Context: an optimization exercise on an open-source flow, tuned for small area and a short achievable clock period. The choices shown serve that exercise and are no tape-out recipe. RTL that was checked went through simulation tests only; none was proved equivalent to the original. Power figures rest on the tool's default switching activity, not on a simulated workload.

Design ex_stage, start of the top module:
module ex_stage (
	input  logic        clk,
	input  logic        arst_n_i,
	input  logic [306:0] ex_in_flat_i,  
	input  logic [31:0] mem_rdata_i,
	input  logic        irq_i,
	input  logic [31:0] irq_addr_i,
	output logic [97:0] mem_flat_o,    
	output logic [82:0] wb_flat_o,     
	output logic [32:0] jump_flat_o    
);
	logic [31:0] inst, op1, op2, opj1, opj2, rs1, rs2, csrd;
	logic        rwe, cwe;
	logic [4:0]  rwa;
	logic [11:0] cwa;
	assign inst = ex_in_flat_i[306:275];
	assign op1  = ex_in_flat_i[242:211];
	assign op2  = ex_in_flat_i[210:179];
	assign opj1 = ex_in_flat_i[178:147];
	assign opj2 = ex_in_flat_i[146:115];
	assign rs1  = ex_in_flat_i[114:83];
	assign rs2  = ex_in_flat_i[82:51];
	assign rwe  = ex_in_flat_i[50];
	assign rwa  = ex_in_flat_i[49:45];
	assign cwe  = ex_in_flat_i[44];
	assign cwa  = ex_in_flat_i[43:32];
	assign csrd = ex_in_flat_i[31:0];
	logic [6:0] opc;
	logic [2:0] f3;
	assign opc = inst[6:0];
	assign f3  = inst[14:12];
	logic is_op_any, is_link, is_lui, is_load, is_store, is_branch, is_jump, is_system;
	assign is_op_any = (opc == ex_pkg::OPC_OP) || (opc == ex_pkg::OPC_OP_IMM);
	assign is_link   = (opc == ex_pkg::OPC_JAL) || (opc == ex_pkg::OPC_JALR) || (opc == ex_pkg::OPC_AUIPC);
	assign is_lui    = opc == ex_pkg::OPC_LUI;
	assign is_load   = opc == ex_pkg::OPC_LOAD;
	assign is_store  = opc == ex_pkg::OPC_STORE;
	assign is_branch = opc == ex_pkg::OPC_BRANCH;
	assign is_jump   = (opc == ex_pkg::OPC_JAL) || (opc == ex_pkg::OPC_JALR);
	assign is_system = opc == ex_pkg::OPC_SYSTEM;
	logic ld_ok, st_ok, csr_ok;
  ...
Size in the first run: roughly 2,100 cells after synthesis, about 590 I/O pins, about 0.017 mm^2 of cells after synthesis.
Settings: LEC_CHECK=0, CAP_MARGIN=20, CORE_MARGIN=2, CORE_UTILIZATION=40, SETUP_SLACK_MARGIN=2.0, SLEW_MARGIN=20; clock period 5.0 ns.
standard.sh (not shown) runs the stock make flow with config.mk's settings and CLKGATE_MAP_FILE= SYNTH_SCRIPT=/design/flow/synth_recipe.tcl, a recipe that flattens the netlist after the stock synthesis.
==> flow/flow/run.sh <==
#!/bin/bash
export BUFFER_PORTS_ARGS="-buffer_cell sky130_fd_sc_hd__buf_1"
bash standard.sh > standard.log 2>&1
Change:
Settings changed: SETUP_SLACK_MARGIN 2.0 to 1.0.
What happened: Utilization is lower by 5.0 points. Setup slack degrades by 0.056 ns. Routed wire length is lower by 6.7%.
No run of this note included a check of the RTL's function; only the layout flow was run.

========
Another version of the RTL of ex_stage (not shown whole).
Size: roughly 2700 cells after synthesis, ~120 flip-flops, roughly 590 I/O pins, roughly 15000 um^2 of cells after synthesis.
==> flow/config.mk <==
export PLATFORM = sky130hd
export DESIGN_NAME = ex_stage
export DESIGN_NICKNAME = ex_stage
export VERILOG_FILES = /design/flow/design.v
export SDC_FILE = /design/flow/constraint.sdc
export NUM_CORES = 4
export LEC_CHECK = 0
export CAP_MARGIN = 20
export CORE_MARGIN = 2
export CORE_UTILIZATION = 40
export SETUP_SLACK_MARGIN = 1.5
export SLEW_MARGIN = 20
==> flow/constraint.sdc <==
create_clock -name core_clock -period 5.0 [get_ports {clk}]
set_input_delay 1.0000 -clock core_clock [delete_from_list [all_inputs] [get_ports {clk}]]
set_output_delay 1.0000 -clock core_clock [all_outputs]
set_load 0.01 [all_outputs]
==> flow/flow/run.sh <==
#!/bin/bash
set -e
rm -rf scripts_mod
cp -r "$FLOW_HOME/scripts" scripts_mod
printf 'strash\ndch\nmap -a\ntopo\nstime -c\nbuffer -c\nupsize -c\ndnsize -c\n' > scripts_mod/abc_area.script
export BUFFER_PORTS_ARGS="-buffer_cell sky130_fd_sc_hd__buf_1"
# Timing-driven global placement keeps none of its trial buffering; the
# timing repair after placement adds what is needed.
export GPL_KEEP_OVERFLOW=0
bash standard.sh SCRIPTS_DIR="$PWD/scripts_mod" ABC_AREA=1 ABC_CLOCK_PERIOD_IN_PS=3000 ADDER_MAP_FILE= finish > standard.log 2>&1
Edit:
==> flow/flow/run.sh (replaced) <==
#!/bin/bash
set -e
rm -rf scripts_mod
cp -r "$FLOW_HOME/scripts" scripts_mod
printf 'strash\ndch\nmap -D 1800\ntopo\nstime -c\nbuffer -c\nupsize -c\ndnsize -c\n' > scripts_mod/abc_area.script
export BUFFER_PORTS_ARGS="-buffer_cell sky130_fd_sc_hd__buf_1"
bash standard.sh SCRIPTS_DIR="$PWD/scripts_mod" ABC_AREA=1 ABC_CLOCK_PERIOD_IN_PS=1800 ADDER_MAP_FILE= finish > standard.log 2>&1
- CORE_UTILIZATION: 40 -> 50
Result: The changed run finished clean. Worst setup slack is better by 93 ps. Global-route usage goes up by 6.7 points. Core utilization climbs by 9.0 points. First-iteration DRC count came out higher by 41%. Routed wire length fell by 6.6%. Via count came out higher by 2.3%. Clock power decreases by about 3%. Power is lower by 3.5%. Hold slack gains 180 ps. Design area goes down by 5.4%.
Edit:
==> flow/flow/run.sh (replaced) <==
#!/bin/bash
set -e
rm -rf scripts_mod
cp -r "$FLOW_HOME/scripts" scripts_mod
printf 'strash\ndch\nmap -a\ntopo\nstime -c\nbuffer -c\nupsize -c\ndnsize -c\n' > scripts_mod/abc_area.script
export BUFFER_PORTS_ARGS="-buffer_cell sky130_fd_sc_hd__buf_1"
bash standard.sh SCRIPTS_DIR="$PWD/scripts_mod" ABC_AREA=1 ABC_CLOCK_PERIOD_IN_PS=3000 ADDER_MAP_FILE= RECOVER_POWER=100 finish > standard.log 2>&1
- CORE_UTILIZATION: 50 -> 40
After rerunning: With this change the flow completed and failed the layout checks on max-capacitance violations, max-slew violations. Worst hold slack degrades by 22 ps. Power grows by 0.62%. Setup slack degrades by 620 ps.

========
Setup of red:
ex_stage again, from the RTL that the note above started with.
clock: 5.0 ns
lec_check: 0
cap_margin: 20
core_margin: 2
core_utilization: 40
setup_slack_margin: 1.7
slew_margin: 20
==> flow/flow/run.sh <==
#!/bin/bash
set -e
rm -rf scripts_mod
cp -r "$FLOW_HOME/scripts" scripts_mod
printf 'strash\ndch\nmap -a\ntopo\nstime -c\nbuffer -c\nupsize -c\ndnsize -c\n' > scripts_mod/abc_area.script
export BUFFER_PORTS_ARGS="-buffer_cell sky130_fd_sc_hd__buf_1"
bash standard.sh SCRIPTS_DIR="$PWD/scripts_mod" ABC_AREA=1 ABC_CLOCK_PERIOD_IN_PS=3000 ADDER_MAP_FILE= finish > standard.log 2>&1
--- input diff red..blue ---
- swapping 1.7 for 1.5 in SETUP_SLACK_MARGIN
==> flow/flow/run.sh <==
#!/bin/bash
set -e
rm -rf scripts_mod
cp -r "$FLOW_HOME/scripts" scripts_mod
printf 'strash\ndch\nmap -D 1500\ntopo\nstime -c\nbuffer -c\nupsize -c\ndnsize -c\n' > scripts_mod/abc_area.script
export BUFFER_PORTS_ARGS="-buffer_cell sky130_fd_sc_hd__buf_1"
bash standard.sh SCRIPTS_DIR="$PWD/scripts_mod" ABC_AREA=1 ABC_CLOCK_PERIOD_IN_PS=1500 ADDER_MAP_FILE= finish > standard.log 2>&1
Notes after the runs:
Per the comparison of blue with red, global-route wire length before repair now larger; fmax rose 0.0018 GHz; cell area went down.
Relative to red, the number of multi-input combinational cells in the layout measured on blue has increased by a little under 10%.
Here is what was changed in the inputs of green compared with blue.
- CORE_UTILIZATION: 40 -> 55
==> flow/flow/run.sh <==
#!/bin/bash
set -e
rm -rf scripts_mod
cp -r "$FLOW_HOME/scripts" scripts_mod
printf 'strash\ndch\nmap -a\ntopo\nstime -c\nbuffer -c\nupsize -c\ndnsize -c\n' > scripts_mod/abc_area.script
export BUFFER_PORTS_ARGS="-buffer_cell sky130_fd_sc_hd__buf_1"
bash standard.sh SCRIPTS_DIR="$PWD/scripts_mod" ABC_AREA=1 ABC_CLOCK_PERIOD_IN_PS=3000 ADDER_MAP_FILE= finish > standard.log 2>&1
### Flow results
- Sort blue and green by met1 usage in global routing asc -> top: blue
- Lower clock share of power was reported by green, not blue.
- The final-layout non-clock buffer area share number comes out lower for blue vs green.
- green vs blue: post-layout worst setup margin down
Here is what was changed in the inputs of orange compared with green.
- CORE_UTILIZATION now 40, was 55
- CTS_CLUSTER_SIZE now 40, previously not set
## What came out
Compared with green, orange improves maximum frequency.
Largest stage delay on the critical path | orange below green
Run comparison: green capture point of the worst path q_b[25]; orange capture point of the worst path q_jflag
The highest metal layer with signal wires comes out met4 in one run and met5 in the other, namely in orange and green respectively.
Relative to green, the time the worst path needs with I/O delays and setup of orange is lower by 0.062 ns.

========
Setup of run a:
Starting RTL as in the previous note.
Design ex_stage, start of the top module:
module ex_stage (
	input  logic        clk,
	input  logic        arst_n_i,
	input  logic [306:0] ex_in_flat_i,  
	input  logic [31:0] mem_rdata_i,
	input  logic        irq_i,
	input  logic [31:0] irq_addr_i,
	output logic [97:0] mem_flat_o,    
	output logic [82:0] wb_flat_o,     
	output logic [32:0] jump_flat_o    
);
export LEC_CHECK = 0
export CAP_MARGIN = 20
export CORE_MARGIN = 2
export CORE_UTILIZATION = 40
export SETUP_SLACK_MARGIN = 1.5
export SLEW_MARGIN = 20
export TNS_END_PERCENT = 10
create_clock -name core_clock -period 5.0 [get_ports {clk}]
==> flow/flow/run.sh <==
#!/bin/bash
set -e
rm -rf scripts_mod
cp -r "$FLOW_HOME/scripts" scripts_mod
printf 'strash\ndch\nmap -a\ntopo\nstime -c\nbuffer -c\nupsize -c\ndnsize -c\n' > scripts_mod/abc_area.script
export BUFFER_PORTS_ARGS="-buffer_cell sky130_fd_sc_hd__buf_1"
bash standard.sh SCRIPTS_DIR="$PWD/scripts_mod" ABC_AREA=1 ABC_CLOCK_PERIOD_IN_PS=3000 ADDER_MAP_FILE= finish > standard.log 2>&1
What run b does differently from run a at the input level:
- a deleted TNS_END_PERCENT that had been 10
--- a/flow/flow/run.sh
+++ b/flow/flow/run.sh
@@ -5 +5 @@
-printf 'strash\ndch\nmap -a\ntopo\nstime -c\nbuffer -c\nupsize -c\ndnsize -c\n' > scripts_mod/abc_area.script
+printf 'strash\ndch\namap\ntopo\nstime -c\nbuffer -c\nupsize -c\ndnsize -c\n' > scripts_mod/abc_area.script
--- outcome ---
Of run b and run a, the lower global-route usage belongs to run a.
Looking at maximum clock rate, run b sits about 12% lower than run a does.
On met1 layer wirelength in the final routing, run b and run a are basically level.
Final RePlAce weighted congestion in run b is 1.5% above run a.
Run b has non-clock buffer count above what run a had.
Summary of run b over run a: area taken by multi-input logic gates has increased, area of the core has decreased, post-route total power has increased.
Compared with run a, run b shows a area added between synthesis and finish that is 25 points higher.
Compared with run a, run b shows detailed placement HPWL that has gone down by a few percent.
The higher count of buffers added by post-CTS timing repair for setup came out of run b.
Run b vs run a, most common cell after layout, fill and taps aside: sky130_fd_sc_hd__buf_1 vs sky130_fd_sc_hd__nor2_1

========
main:
ex_stage, a different RTL version from the one above (not shown whole).
Size: roughly 2500 cells after synthesis, about 120 flip-flops, ~590 I/O pins, roughly 15000 µm² of cells after synthesis.
==> flow/config.mk <==
export PLATFORM = sky130hd
export DESIGN_NAME = ex_stage
export DESIGN_NICKNAME = ex_stage
export VERILOG_FILES = /design/flow/design.v
export SDC_FILE = /design/flow/constraint.sdc
export NUM_CORES = 4
export LEC_CHECK = 0
export CAP_MARGIN = 20
export CORE_MARGIN = 2
export CORE_UTILIZATION = 40
export SETUP_SLACK_MARGIN = 1.5
export SLEW_MARGIN = 20
==> flow/constraint.sdc <==
create_clock -name core_clock -period 5.0 [get_ports {clk}]
set_input_delay 1.0000 -clock core_clock [delete_from_list [all_inputs] [get_ports {clk}]]
set_output_delay 1.0000 -clock core_clock [all_outputs]
set_load 0.01 [all_outputs]
==> flow/flow/run.sh <==
#!/bin/bash
set -e
rm -rf scripts_mod
cp -r "$FLOW_HOME/scripts" scripts_mod
printf 'strash\ndch\nmap -a\ntopo\nstime -c\nbuffer -c\nupsize -c\ndnsize -c\n' > scripts_mod/abc_area.script
export BUFFER_PORTS_ARGS="-buffer_cell sky130_fd_sc_hd__buf_1"
bash standard.sh SCRIPTS_DIR="$PWD/scripts_mod" ABC_AREA=1 ABC_CLOCK_PERIOD_IN_PS=3000 ADDER_MAP_FILE= finish > standard.log 2>&1
main | status: complete | timing, DRC, antenna: pass
Edits applied to the flow inputs when going from main to the feature branch:
- TNS_END_PERCENT now 10, previously not set
--- outcome ---
- The flow did not stop early for main: all stages ran, and the layout cleared the timing, design-rule and antenna checks.
- The feature branch went all the way through the flow, and no timing, DRC or antenna check failed.
- Run comparison: the feature branch capturing instance or port of the critical path qn_a[30]; main capturing instance or port of the critical path qn_b[31]
- [compare] base=main new=the feature branch: non-clock buffer count went down, sequential share of layout area went up, post-route non-filler standard cell count went down, share of total power in combinational logic went down, worst voltage drop across the vdd grid went up.
- Looking at critical path's slowest cell, the sky130_fd_sc_hd__maj3_2 result is from the feature branch; the sky130_fd_sc_hd__a211oi_2 one comes from main.
- Measured against each other, main and the feature branch differ in worst setup slack, the lower figure coming from the feature branch.
- On clock period minus final worst setup slack: between main and the feature branch, it ends up higher for the feature branch.
No run of this note included a check of the RTL's function; only the layout flow was run.

========
RTL: one of the versions met above, not the one the previous note started from.
For scale: about 590 I/O pins, ~15000 sq um of cells after synthesis.
export LEC_CHECK = 0
export CAP_MARGIN = 20
export CORE_MARGIN = 2
export CORE_UTILIZATION = 40
export GPL_TIMING_DRIVEN = 0
export SETUP_SLACK_MARGIN = 1.5
export SLEW_MARGIN = 20
create_clock -name core_clock -period 5.0 [get_ports {clk}]
Scripts as last shown in full above: flow/flow/run.sh
The first run went through all stages and came out clean.
Next try:
--- a/flow/config.mk
+++ b/flow/config.mk
@@ -10,3 +10,2 @@
 export CORE_UTILIZATION = 40
-export GPL_TIMING_DRIVEN = 0
 export SETUP_SLACK_MARGIN = 1.5
Result: The new run completed with no timing, DRC or antenna violations. Final cell count drops by 1.2%. Design area drops by about 3%. Worst setup slack gains 0.066 ns. Die area stays the same. Total power drops by about 2.6%. Synthesized area does not change.
Next try:
==> flow/flow/run.sh (replaced) <==
#!/bin/bash
set -e
rm -rf scripts_mod
cp -r "$FLOW_HOME/scripts" scripts_mod
printf 'strash\ndch\nmap -D 1800\ntopo\nstime -c\nbuffer -c\nupsize -c\ndnsize -c\n' > scripts_mod/abc_area.script
export BUFFER_PORTS_ARGS="-buffer_cell sky130_fd_sc_hd__buf_1"
bash standard.sh SCRIPTS_DIR="$PWD/scripts_mod" ABC_AREA=1 ABC_CLOCK_PERIOD_IN_PS=1800 ADDER_MAP_FILE= finish > standard.log 2>&1
--- a/flow/config.mk
+++ b/flow/config.mk
@@ -10,3 +10,3 @@
 export CORE_UTILIZATION = 40
-export SETUP_SLACK_MARGIN = 1.5
+export SETUP_SLACK_MARGIN = 1.4
 export SLEW_MARGIN = 20
Sequential power barely changes.
Total power went down by 3.9%.
Routed wire length went up by 0.48%.
First-iteration DRC count went up by 8.5%.
Synthesized area went up by 1.1%.
Clock-buffer cell count does not change.
Next try:
==> flow/flow/run.sh (replaced) <==
#!/bin/bash
set -e
rm -rf scripts_mod
cp -r "$FLOW_HOME/scripts" scripts_mod
printf 'strash\ndch\nmap -D 2100\ntopo\nstime -c\nbuffer -c\nupsize -c\ndnsize -c\n' > scripts_mod/abc_area.script
export BUFFER_PORTS_ARGS="-buffer_cell sky130_fd_sc_hd__buf_1"
bash standard.sh SCRIPTS_DIR="$PWD/scripts_mod" ABC_AREA=1 ABC_CLOCK_PERIOD_IN_PS=2100 ADDER_MAP_FILE= finish > standard.log 2>&1
--- a/flow/config.mk
+++ b/flow/config.mk
@@ -10,3 +10,3 @@
 export CORE_UTILIZATION = 40
-export SETUP_SLACK_MARGIN = 1.4
+export SETUP_SLACK_MARGIN = 1.5
 export SLEW_MARGIN = 20
Effect: The changed run produced a clean layout. Design area increases by a few percent. Total power increases by a few percent. Core utilization increases by 1.7 points. Sequential share of layout area decreases by 0.48 points. Die area decreases slightly. Setup slack gets better by 0.011 ns. First-iteration DRC count decreases by roughly a tenth. Wire length stays flat.
Next try:
==> flow/flow/run.sh (replaced) <==
#!/bin/bash
set -e
rm -rf scripts_mod
cp -r "$FLOW_HOME/scripts" scripts_mod
printf 'strash\ndch\nmap -D 1800\ntopo\nstime -c\nbuffer -c\nupsize -c\ndnsize -c\n' > scripts_mod/abc_area.script
export BUFFER_PORTS_ARGS="-buffer_cell sky130_fd_sc_hd__buf_1"
bash standard.sh SCRIPTS_DIR="$PWD/scripts_mod" ABC_AREA=1 ABC_CLOCK_PERIOD_IN_PS=1800 ADDER_MAP_FILE= finish > standard.log 2>&1
The changed run completed with no timing, DRC or antenna violations.
Worst setup slack improves by 0.061 ns.
Worst hold slack degrades by 0.013 ns.
Count of clock-buffer cells in the layout is unchanged.
Total power goes down by 2.3%.
Final cell count hardly moves.
Via count rose by 0.64%.
First-iteration DRC count goes up by 7.7%.
Synthesized cell count rises by 0.56%.
Combinational power came out lower by about 4%.
Routed wire length is about the same.
Design area fell by 2.3%.

==> static timing again, ports no longer ideal <==
In the flow no input, the clock included, has a driving cell. The finished layouts below were timed again as built, in two steps.
Step 1, drivers: a clkbuf_16 drives clk and a buf_2 each remaining input, both assumed.
Step 2 adds t to the input delays and takes it off the output delays; t is the mean of the earliest and latest rising clock arrival at the registers after step 1. Input paths then give back, and output paths get back, about the clock's delay inside the block.
a / b / c = ideal ports / drivers / drivers and shift; a / b = the first two.
run | shift t [ns] | slack for setup (ns) | worst setup path at the end | latest minus earliest clock arrival (ns) | slew at the worst register clock pin (ns)
the first run of note 1 | 0.558 | 0.683 / 0.680 / 0.121 | input to register | 0.025 / 0.025 | 0.10 / 0.10
the second run of note 1 | 0.573 | 0.627 / 0.638 / 0.065 | input to register | 0.020 / 0.020 | 0.09 / 0.09
the first run of note 2 | 0.506 | 1.435 / 1.352 / 0.846 | input to register | 0.017 / 0.017 | 0.08 / 0.08
the second run of note 2 | 0.506 | 1.528 / 1.488 / 0.982 | input to register | 0.026 / 0.027 | 0.08 / 0.08
the third run of note 2 | 0.516 | 0.913 / 0.873 / 0.357 | input to register | 0.022 / 0.023 | 0.08 / 0.08
red | 0.516 | 1.457 / 1.449 / 0.933 | input to register | 0.019 / 0.019 | 0.08 / 0.08
blue | 0.562 | 1.479 / 1.519 / 0.957 | input to register | 0.024 / 0.024 | 0.08 / 0.08
green | 0.494 | 1.432 / 1.419 / 0.924 | input to register | 0.025 / 0.025 | 0.09 / 0.09
orange | 0.516 | 1.494 / 1.494 / 0.978 | input to register | 0.022 / 0.022 | 0.08 / 0.08
run a | 0.519 | 1.468 / 1.437 / 0.918 | input to register | 0.020 / 0.020 | 0.08 / 0.08
run b | 0.503 | 0.979 / 0.977 / 0.474 | input to register | 0.024 / 0.024 | 0.08 / 0.08
main | 0.508 | 1.455 / 1.454 / 0.945 | input to register | 0.015 / 0.015 | 0.07 / 0.07
the feature branch | 0.510 | 1.369 / 1.373 / 0.862 | input to register | 0.015 / 0.015 | 0.07 / 0.07
the first run of note 6 | 0.514 | 1.428 / 1.433 / 0.919 | input to register | 0.021 / 0.021 | 0.08 / 0.08
the second run of note 6 | 0.516 | 1.494 / 1.494 / 0.978 | input to register | 0.022 / 0.022 | 0.08 / 0.08
the third run of note 6 | 0.557 | 1.441 / 1.411 / 0.903 | input to register | 0.015 / 0.015 | 0.07 / 0.07
the fourth run of note 6 | 0.540 | 1.452 / 1.480 / 0.940 | input to register | 0.020 / 0.020 | 0.08 / 0.08
the fifth run of note 6 | 0.552 | 1.513 / 1.517 / 0.965 | input to register | 0.015 / 0.015 | 0.07 / 0.07
For the first run of note 2, which loses most, drivers alone change the setup slack by -0.083 ns; drivers and shift together by -0.589 ns.
